Context: an optimization exercise on an open-source flow, tuned for small area, a short achievable clock period and few clock cycles per item. The choices shown serve that exercise and are no tape-out recipe. No functional check of the RTL was part of this run. No activity file was given, so power comes from the tool's default toggle rates.

[run.sh]
#!/bin/bash
# synth_recipe.tcl (not shown) runs the flow's synth.tcl, then flattens the netlist and writes it again
# the make line also repeats each setting of config.mk as NAME=value (left out here)
make -C /OpenROAD-flow-scripts/flow DESIGN_CONFIG=/design/flow/config.mk WORK_HOME=/design/flow/orfs CLKGATE_MAP_FILE= SYNTH_SCRIPT=/design/flow/synth_recipe.tcl finish
[config.mk]
export PLATFORM = sky130hd
export DESIGN_NAME = tdm_slot_timer_unit
export DESIGN_NICKNAME = tdm_slot_timer_unit
export VERILOG_FILES = /design/flow/design.v
export SDC_FILE = /design/flow/constraint.sdc
export NUM_CORES = 4
export LEC_CHECK = 0
export CAP_MARGIN = 20
export CORE_MARGIN = 2
export CORE_UTILIZATION = 40
export SLEW_MARGIN = 20
[constraint.sdc]
create_clock -name core_clock -period 10.0 [get_ports {clock}]
set_input_delay 2.0000 -clock core_clock [delete_from_list [all_inputs] [get_ports {clock}]]
set_output_delay 2.0000 -clock core_clock [all_outputs]
set_load 0.01 [all_outputs]
[design.v]
package tst_pkg;
   localparam int MAX_SLOTS = 4;
   localparam int FRAC_BITS = 16;
   localparam int TIME_W  = 48;                    
   localparam int WHOLE_W = TIME_W - FRAC_BITS;    
   localparam int END_W   = 16;                    
   localparam int CNT_W   = 3;                     
   localparam int OWN_W   = 2;                     
   localparam int SLOT_W  = 2;                     
   localparam int CUR_W   = (MAX_SLOTS > 1) ? $clog2(MAX_SLOTS) : 1;
   localparam int START_W = WHOLE_W + 2;           
   localparam int FULL_W  = START_W + FRAC_BITS;   
   localparam int NEXT_W  = 49;
   localparam int WAIT_W  = 33;
   localparam int CSR_IDX_W = 3;
   localparam int CSR_DAT_W = 16;
   localparam int NUM_END_REGS = 4;
   localparam logic [CSR_IDX_W-1:0] CSR_SLOT_END_0 = 3'd0;
   localparam logic [CSR_IDX_W-1:0] CSR_SLOT_COUNT = 3'd4;
   localparam logic [CSR_IDX_W-1:0] CSR_OWN_SLOT   = 3'd5;
   localparam logic [WAIT_W-1:0] WAIT_MAX = {WAIT_W{1'b1}};
   localparam int CFG_BITS = MAX_SLOTS*END_W + CNT_W + OWN_W + END_W + END_W + 1;
   localparam int DIV_BITS = TIME_W + END_W + WHOLE_W;
   localparam int LOC_BITS = TIME_W + CUR_W + WHOLE_W + 1;
   localparam int RES_BITS = SLOT_W + 1 + NEXT_W + WAIT_W + 1;
   typedef struct packed {
      logic [MAX_SLOTS-1:0][END_W-1:0] slot_end;
      logic [CNT_W-1:0]                count;     
      logic [OWN_W-1:0]                own;
      logic [END_W-1:0]                cyc;       
      logic [END_W-1:0]                own_off;   
      logic                            err;       
   } cfg_type;
   typedef struct packed {
      logic [TIME_W-1:0]  now;
      logic [END_W-1:0]   rem;
      logic [WHOLE_W-1:0] dvd;    
   } div_type;
   typedef struct packed {
      logic [TIME_W-1:0]  now;
      logic [CUR_W-1:0]   cur;
      logic [WHOLE_W-1:0] base;   
      logic               lap;    
   } loc_type;
   typedef struct packed {
      logic [SLOT_W-1:0] cur_slot;
      logic              is_own;
      logic [NEXT_W-1:0] next_own_start;
      logic [WAIT_W-1:0] wait_time;
      logic              error;
   } res_type;
endpackage
import tst_pkg::*;
module tst_div_cell (
   input  logic             clock,
   input  logic             reset,
   input  logic [END_W-1:0] cyc,
   input  logic             in_valid,
   output logic             in_ready,
   input logic [DIV_BITS-1:0] in_data_bits,
   output logic             out_valid,
   input  logic             out_ready,
   output logic [DIV_BITS-1:0] out_data_bits
);
   tst_pkg::div_type in_data;
   assign in_data = in_data_bits;
   logic    valid_ff;
   logic    valid_in;
   tst_pkg::div_type data_ff;
   tst_pkg::div_type data_in;
   logic [END_W:0] trial;
   assign in_ready = !valid_ff || out_ready;
   always_comb begin
      trial = {in_data.rem, in_data.dvd[WHOLE_W-1]};
      data_in.now = in_data.now;
      data_in.dvd = {in_data.dvd[WHOLE_W-2:0], 1'b0};
      if (trial >= {1'b0, cyc}) begin
         data_in.rem = END_W'(trial - {1'b0, cyc});
      end else begin
         data_in.rem = trial[END_W-1:0];
      end
      valid_in = in_ready ? in_valid : valid_ff;
   end
   always_ff @(posedge clock) begin
      if (reset) begin
         valid_ff <= 1'b0;
      end else begin
         valid_ff <= valid_in;
      end
   end
   always_ff @(posedge clock) begin
      if (in_valid && in_ready) begin
         data_ff <= data_in;
      end
   end
   assign out_valid = valid_ff;
   assign out_data_bits = data_ff;
endmodule
import tst_pkg::*;
module tst_locate (
   input  logic    clock,
   input  logic    reset,
   input logic [CFG_BITS-1:0] cfg_bits,
   input  logic    in_valid,
   output logic    in_ready,
   input logic [DIV_BITS-1:0] in_data_bits,
   output logic    out_valid,
   input  logic    out_ready,
   output logic [LOC_BITS-1:0] out_data_bits
);
   tst_pkg::cfg_type cfg;
   assign cfg = cfg_bits;
   tst_pkg::div_type in_data;
   assign in_data = in_data_bits;
   logic    valid_ff;
   logic    valid_in;
   tst_pkg::loc_type data_ff;
   tst_pkg::loc_type data_in;
   logic [TIME_W-1:0]  pos;
   logic [WHOLE_W-1:0] whole;
   logic [CUR_W-1:0]   cur;
   assign in_ready = !valid_ff || out_ready;
   always_comb begin
      whole = in_data.now[TIME_W-1:FRAC_BITS];
      if (cfg.cyc == '0) begin
         pos = in_data.now;
      end else begin
         pos = TIME_W'({in_data.rem, in_data.now[FRAC_BITS-1:0]});
      end
      cur = CUR_W'(cfg.count - CNT_W'(1));
      for (int i = MAX_SLOTS - 1; i >= 0; i--) begin
         if (i < 32'(cfg.count) &&
             {cfg.slot_end[i], {FRAC_BITS{1'b0}}} > (END_W + FRAC_BITS)'(pos)
             && pos[TIME_W-1 -: (TIME_W - END_W - FRAC_BITS)] == '0) begin
            cur = CUR_W'(i);
         end
      end
      data_in.now  = in_data.now;
      data_in.cur  = cur;
      data_in.base = (cfg.cyc == '0) ? '0 : whole - WHOLE_W'(in_data.rem);
      data_in.lap  = 32'(cur) >= 32'(cfg.own);
      valid_in = in_ready ? in_valid : valid_ff;
   end
   always_ff @(posedge clock) begin
      if (reset) begin
         valid_ff <= 1'b0;
      end else begin
         valid_ff <= valid_in;
      end
   end
   always_ff @(posedge clock) begin
      if (in_valid && in_ready) begin
         data_ff <= data_in;
      end
   end
   assign out_valid = valid_ff;
   assign out_data_bits = data_ff;
endmodule
import tst_pkg::*;
module tst_schedule (
   input  logic    clock,
   input  logic    reset,
   input logic [CFG_BITS-1:0] cfg_bits,
   input  logic    in_valid,
   output logic    in_ready,
   input logic [LOC_BITS-1:0] in_data_bits,
   output logic    out_valid,
   input  logic    out_ready,
   output logic [RES_BITS-1:0] out_data_bits
);
   tst_pkg::cfg_type cfg;
   assign cfg = cfg_bits;
   tst_pkg::loc_type in_data;
   assign in_data = in_data_bits;
   logic    valid_ff;
   logic    valid_in;
   tst_pkg::res_type data_ff;
   tst_pkg::res_type data_in;
   logic [START_W-1:0] start_s;
   logic [FULL_W-1:0]  next;
   logic [FULL_W-1:0]  now_x;
   logic [FULL_W-1:0]  diff;
   logic [WAIT_W-1:0]  wait_v;
   assign in_ready = !valid_ff || out_ready;
   always_comb begin
      start_s = START_W'(in_data.base)
              + (in_data.lap ? START_W'(cfg.cyc) : '0)
              + START_W'(cfg.own_off);
      next  = {start_s, {FRAC_BITS{1'b0}}};
      now_x = FULL_W'(in_data.now);
      diff  = next - now_x;
      if (next <= now_x) begin
         wait_v = '0;
      end else if (diff > FULL_W'(WAIT_MAX)) begin
         wait_v = WAIT_MAX;
      end else begin
         wait_v = diff[WAIT_W-1:0];
      end
      data_in.cur_slot = SLOT_W'(in_data.cur);
      if (cfg.err) begin
         data_in.is_own         = 1'b0;
         data_in.next_own_start = '0;
         data_in.wait_time      = '0;
         data_in.error          = 1'b1;
      end else begin
         data_in.is_own         = 32'(in_data.cur) == 32'(cfg.own);
         data_in.next_own_start = next[NEXT_W-1:0];
         data_in.wait_time      = wait_v;
         data_in.error          = 1'b0;
      end
      valid_in = in_ready ? in_valid : valid_ff;
   end
   always_ff @(posedge clock) begin
      if (reset) begin
         valid_ff <= 1'b0;
      end else begin
         valid_ff <= valid_in;
      end
   end
   always_ff @(posedge clock) begin
      if (in_valid && in_ready) begin
         data_ff <= data_in;
      end
   end
   assign out_valid = valid_ff;
   assign out_data_bits = data_ff;
endmodule
import tst_pkg::*;
module tdm_slot_timer_unit (
   input  logic                 clock,
   input  logic                 reset,
   input  logic                 req_valid,
   output logic                 req_ready,
   input  logic [TIME_W-1:0]    req_now_time,
   output logic                 rsp_valid,
   input  logic                 rsp_ready,
   output logic [SLOT_W-1:0]    rsp_current_slot,
   output logic                 rsp_is_own,
   output logic [NEXT_W-1:0]    rsp_next_own_start,
   output logic [WAIT_W-1:0]    rsp_wait_time,
   output logic                 rsp_error,
   input  logic                 csr_we,
   input  logic [CSR_IDX_W-1:0] csr_index,
   input  logic [CSR_DAT_W-1:0] csr_wdata
);
   logic [MAX_SLOTS-1:0][END_W-1:0] slot_end_ff;
   logic [MAX_SLOTS-1:0][END_W-1:0] slot_end_in;
   logic [CNT_W-1:0]                slot_count_ff;
   logic [CNT_W-1:0]                slot_count_in;
   logic [OWN_W-1:0]                own_slot_ff;
   logic [OWN_W-1:0]                own_slot_in;
   tst_pkg::cfg_type cfg;
   always_comb begin
      slot_end_in   = slot_end_ff;
      slot_count_in = slot_count_ff;
      own_slot_in   = own_slot_ff;
      if (csr_we) begin
         for (int i = 0; i < MAX_SLOTS; i++) begin
            if (i < NUM_END_REGS && csr_index == CSR_SLOT_END_0 + CSR_IDX_W'(i)) begin
               slot_end_in[i] = csr_wdata[END_W-1:0];
            end
         end
         if (csr_index == CSR_SLOT_COUNT) begin
            slot_count_in = csr_wdata[CNT_W-1:0];
         end
         if (csr_index == CSR_OWN_SLOT) begin
            own_slot_in = csr_wdata[OWN_W-1:0];
         end
      end
   end
   always_ff @(posedge clock) begin
      if (reset) begin
         for (int i = 0; i < MAX_SLOTS; i++) begin
            slot_end_ff[i] <= END_W'(i + 1);
         end
         slot_count_ff <= CNT_W'(4);
         own_slot_ff   <= '0;
      end else begin
         slot_end_ff   <= slot_end_in;
         slot_count_ff <= slot_count_in;
         own_slot_ff   <= own_slot_in;
      end
   end
   always_comb begin
      cfg.slot_end = slot_end_ff;
      cfg.own      = own_slot_ff;
      if (slot_count_ff == '0) begin
         cfg.count = CNT_W'(1);
      end else if (32'(slot_count_ff) > MAX_SLOTS) begin
         cfg.count = CNT_W'(MAX_SLOTS);
      end else begin
         cfg.count = slot_count_ff;
      end
      cfg.cyc     = '0;
      cfg.own_off = '0;
      for (int i = 0; i < MAX_SLOTS; i++) begin
         if (32'(cfg.count) == i + 1) begin
            cfg.cyc = slot_end_ff[i];
         end
      end
      for (int i = 1; i < MAX_SLOTS; i++) begin
         if (32'(own_slot_ff) == i) begin
            cfg.own_off = slot_end_ff[i-1];
         end
      end
      cfg.err = 32'(own_slot_ff) >= 32'(cfg.count);
   end
   logic [WHOLE_W:0] chain_valid;
   logic [WHOLE_W:0] chain_ready;
   logic [WHOLE_W:0][DIV_BITS-1:0] chain_data;
   tst_pkg::div_type chain_head;
   assign chain_head.now = req_now_time;
   assign chain_head.rem = '0;
   assign chain_head.dvd = req_now_time[TIME_W-1:FRAC_BITS];
   assign chain_valid[0]    = req_valid;
   assign req_ready         = chain_ready[0];
   assign chain_data[0]     = chain_head;
   for (genvar g = 0; g < WHOLE_W; g++) begin : g_div
      tst_div_cell u_cell (
         .clock     (clock),
         .reset     (reset),
         .cyc       (cfg.cyc),
         .in_valid  (chain_valid[g]),
         .in_ready  (chain_ready[g]),
         .in_data_bits   (chain_data[g]),
         .out_valid (chain_valid[g+1]),
         .out_ready (chain_ready[g+1]),
         .out_data_bits  (chain_data[g+1])
      );
   end
   logic    loc_valid;
   logic    loc_ready;
   tst_pkg::loc_type loc_data;
   tst_locate u_locate (
      .clock     (clock),
      .reset     (reset),
      .cfg_bits       (cfg),
      .in_valid  (chain_valid[WHOLE_W]),
      .in_ready  (chain_ready[WHOLE_W]),
      .in_data_bits   (chain_data[WHOLE_W]),
      .out_valid (loc_valid),
      .out_ready (loc_ready),
      .out_data_bits  (loc_data)
   );
   tst_pkg::res_type res;
   tst_schedule u_schedule (
      .clock     (clock),
      .reset     (reset),
      .cfg_bits       (cfg),
      .in_valid  (loc_valid),
      .in_ready  (loc_ready),
      .in_data_bits   (loc_data),
      .out_valid (rsp_valid),
      .out_ready (rsp_ready),
      .out_data_bits  (res)
   );
   assign rsp_current_slot   = res.cur_slot;
   assign rsp_is_own         = res.is_own;
   assign rsp_next_own_start = res.next_own_start;
   assign rsp_wait_time      = res.wait_time;
   assign rsp_error          = res.error;
endmodule
==> results.sh <==
export IMPL_outcome="no timing/DRC/antenna violations"
export IMPL_muxShareOfSynthArea_pct=2.152
export IMPL_switching_power_mw=4.337
export IMPL_start_util_pct=40.26
export IMPL_area_delta_synth_final_pct=14.33
export IMPL_power_switching_share_pct=21.15
export IMPL_pre_cts_ws_ns=1.351
export IMPL_cts_repair_resized=0
export IMPL_max_clock_path_buffers=3
export IMPL_cpPeakStageDelay_ns=0.97
export IMPL_cts_buffers=232
export IMPL_layout_drive_gt1_share_pct=9.955
export IMPL_critPathCaptureType="flop"
export IMPL_n_fill_cell=22570
export IMPL_htree_levels=4
export IMPL_antenna_found_initial=5
export IMPL_ys_warn_count=4
export IMPL_fin_area_um2=119500
export IMPL_vdd_drop_max_uv=173.1
export IMPL_dp_hpwl_um=158200
export IMPL_worst_pin_slew_ns=1.136
export IMPL_die_w_um=515.3
export IMPL_ys_types=92
export IMPL_multiInputGateArea_um2=35610
export IMPL_drc=0
export IMPL_place_gp_congestion=0.8729
export IMPL_setup_violations=0
export IMPL_ys_ff_latch=2304
export IMPL_track_usage_pct=16.94
export IMPL_routedWlPerCell_um=19.54
export IMPL_grt_pass1_vias=59950
export IMPL_period_minus_slack_ns=8.636
export IMPL_pwr_share_clk_pct=43.6
export IMPL_cts_sinks=2304
export IMPL_final_seq_area_um2=68160
export IMPL_required_ns=10.57
export IMPL_synth_xor_area_share_pct=3.609
export IMPL_worstPathArrival_ns=9.21
export IMPL_layout_nets=8762
export IMPL_comb_power_share_pct=4.8
export IMPL_stdcell_count=11610
export IMPL_fin_skew_ns=0.1175
export IMPL_hold_path_class="reg -> reg"
export IMPL_intPower_mw=16.17
export IMPL_rsz0062_at_grt="false"
export IMPL_synthSimpleGateAreaFrac_pct=8.425
export IMPL_setup_tns_ns=0
export IMPL_gr_total_overflow=0
export IMPL_totalWireLength_um=226900
export IMPL_place_area_um2=111500
export IMPL_p_leak_nw=41.57
export IMPL_cp_max_fo=27
export IMPL_power_frac_seq_pct=51.6
export IMPL_dp_cells=11180
export IMPL_clock_latency_ns=0.92
export IMPL_vias_per_cell=5.251
export IMPL_synth_area_um2=104600
export IMPL_fin_ws_ns=1.364
export IMPL_post_synth_top_area_fraction_pct=63.21
export IMPL_drv_cap=0
export IMPL_syn_inst=7698
export IMPL_vias=60980
export IMPL_std_cell_rows=187
export IMPL_seq_area_frac_synth_pct=65.18
export IMPL_synth_edf_count=2201
export IMPL_core_um2=259700
export IMPL_detail_route_antenna_nets=0
export IMPL_grt_max_degree=80
export IMPL_io_pins=160
export IMPL_path_clk_slew_ns=0.06
export IMPL_root_buffer="clkbuf_16"
export IMPL_die_area_um2=265500
export IMPL_cts_tree="yes"
export IMPL_grt_pass1_wl_um=349700
export IMPL_synth_top_family_by_area="compound AO/OA/AOI/OAI gates"
export IMPL_drtIter0Drc=4306
export IMPL_port_buffers=143
export IMPL_synth_most_common_cell="edfxtp_1"
export IMPL_synth_flop_cell="edfxtp_1"
export IMPL_min_period_over_period_pct=86.36
export IMPL_relSlewSlack_pct=24.26
export IMPL_timing_hold_violations_final=0
export IMPL_fmax_mhz=115.8
export IMPL_powerDensity_nw_per_um2=171.5
export IMPL_synthTopCellsByArea="edfxtp_1 63%, ha_1 7.6%, nand2_1 2.6%"
export IMPL_async_reset_ff_share_pct=0
export IMPL_ctsHoldBuffers=0
export IMPL_synth_compound_area_share_pct=10.05
export IMPL_slew_violations=0
export IMPL_postCtsSetupBuffers=0
export IMPL_path_class="reg -> reg"
export IMPL_critPathSlowestCell="a222oi_1"
export IMPL_yosys_area_top_type="edfxtp_1"
export IMPL_synthTopCellsByCount="2,201 x edfxtp_1, 716 x nand2_1, 633 x ha_1, 503 x o21ai_0, 438 x a21oi_1"
export IMPL_synth_area_per_cell_um2=13.58
export IMPL_die_h_um=515.3
export IMPL_yosys_area_share_adder_pct=8.513
export IMPL_hold_slack_ns=0.3786
export IMPL_drtPass1Iterations=6
export IMPL_start_kind="flop"
-- state kept, by name, indices dropped and copies added, names as in the netlist --
| register | flops |
|---|---|
| slot_end_ff | 64 |
| own_slot_ff | 2 |
| g_div.u_cell.valid_ff | 32 |
| u_locate.valid_ff | 1 |
| g_div.u_cell.data_ff | 2048 |
| u_locate.data_ff | 83 |
| u_schedule.data_ff | 70 |
| slot_count_ff | 3 |
| u_schedule.valid_ff | 1 |
-- cell type report --
cell class              count  share of cell area [%]
multi-input cells        4867                   29.79
flip-flops and latches   2304                   57.01
diodes                      3                0.006280
well taps                3402                   3.561
clock inverters           161                   1.713
clock buffers             272                   5.025
repair buffers            224                   1.704
inverters                 379                   1.190
-- cells in the final DEF, fill, tap and decap left out, types with 30 or more instances in the layout --
master / instances
a211oi_1: 52
a21o_1: 143
a21oi_1: 402
a21oi_2: 38
a221oi_1: 30
and2_1: 43
buf_4: 82
bufinv_16: 35
clkbuf_1: 36
clkbuf_16: 233
clkdlybuf4s50_1: 142
clkinv_1: 44
clkinv_2: 46
dfxtp_1: 102
edfxtp_1: 2201
fa_1: 48
ha_1: 630
inv_1: 377
mux2_2: 87
mux2_4: 61
mux2i_1: 54
nand2_1: 703
nand2b_1: 36
nand3_1: 137
nand4_1: 145
nor2_1: 372
nor2b_1: 87
nor3_1: 143
nor4_1: 36
o211ai_1: 31
o21a_1: 37
o21ai_0: 202
o21ai_1: 291
o21bai_1: 83
o31ai_1: 57
or3_1: 45
xnor2_1: 258
xor2_1: 171
-- per-stage QoR --
stage	total power [mW]	util, %
6_report	20.50	46.03
5_1_grt	21.25	46.03
4_1_cts	20.76	46.02
3_3_place_gp	11.75	42.92
2_1_floorplan	11.50	-
3_5_place_dp	11.76	42.92
-- final timing paths --
check,cells past startpoint,start,endpoint,slack (ns)
max reg2reg,29,slot_count_ff[2],u_schedule.data_ff[26],1.36
max,29,slot_count_ff[2],u_schedule.data_ff[26],1.36
min reg2reg,0,g_div[24].u_cell.data_ff[67],g_div[25].u_cell.data_ff[67],0.38
min,0,g_div[24].u_cell.data_ff[67],g_div[25].u_cell.data_ff[67],0.38
-- per-layer routing --
metal	up-vias	track usage, %	share of wire [%]
met5	-	0	0
met4	0	5.556	3.3
met3	415	2.368	4.4
met2	1366	28.42	48
met1	29400	22.60	44
li1	29800	-	-
-- critical path: cells and delay by family, from the launching register on --
family | cells | cell delay (ns)
xor+xnor | 1 | 0.15
flops | 1 | 0.65
simple gates | 2 | 0.34
compound gates | 19 | 4.86
fa+ha+maj | 5 | 1.82
buf+inv | 2 | 0.56
-- power groups by stage --
stage	clock network, mW	logic, mW	registers, mW
2_1_floorplan	0	0.735	10.8
3_3_place_gp	0	0.970	10.8
3_5_place_dp	0	0.984	10.8
4_1_cts	9.19	0.993	10.6
5_1_grt	9.57	1.10	10.6
6_report	8.94	0.994	10.6
-- cells by family (layout without fill, tap and decap cells) --
kind of cell    after synthesis  in the layout
compound gates             1660           1660
xor+xnor                    430            430
fa+ha+maj                   682            682
buf+inv                     542           1036
flops                      2304           2304
mux                         205            205
other cells                   1             19
simple gates               1874           1874

-- port drivers added, routing unchanged --
How much do the figures lean on ideal ports? The routed layout below was timed once more, with nothing changed but the port constraints. Step 1, drivers: a clkbuf_16 drives clock and a buf_2 each remaining input, both assumed. Step 2 times the ports against the registers' clock, not the clock port: input delays grow and output delays shrink by t, the midpoint of the rising clock arrivals with the driver on. a / b / c = no drivers / after step 1 / after step 2; a / b = the first two.
t (ns): 0.943
slack for setup (ns): 1.364 / 1.364 / 1.364
worst setup path at the end: register to register
After both steps setup and hold are still met in this run. The setup slack of this run moves by 0.000 ns with the drivers and by 0.000 ns with both steps.
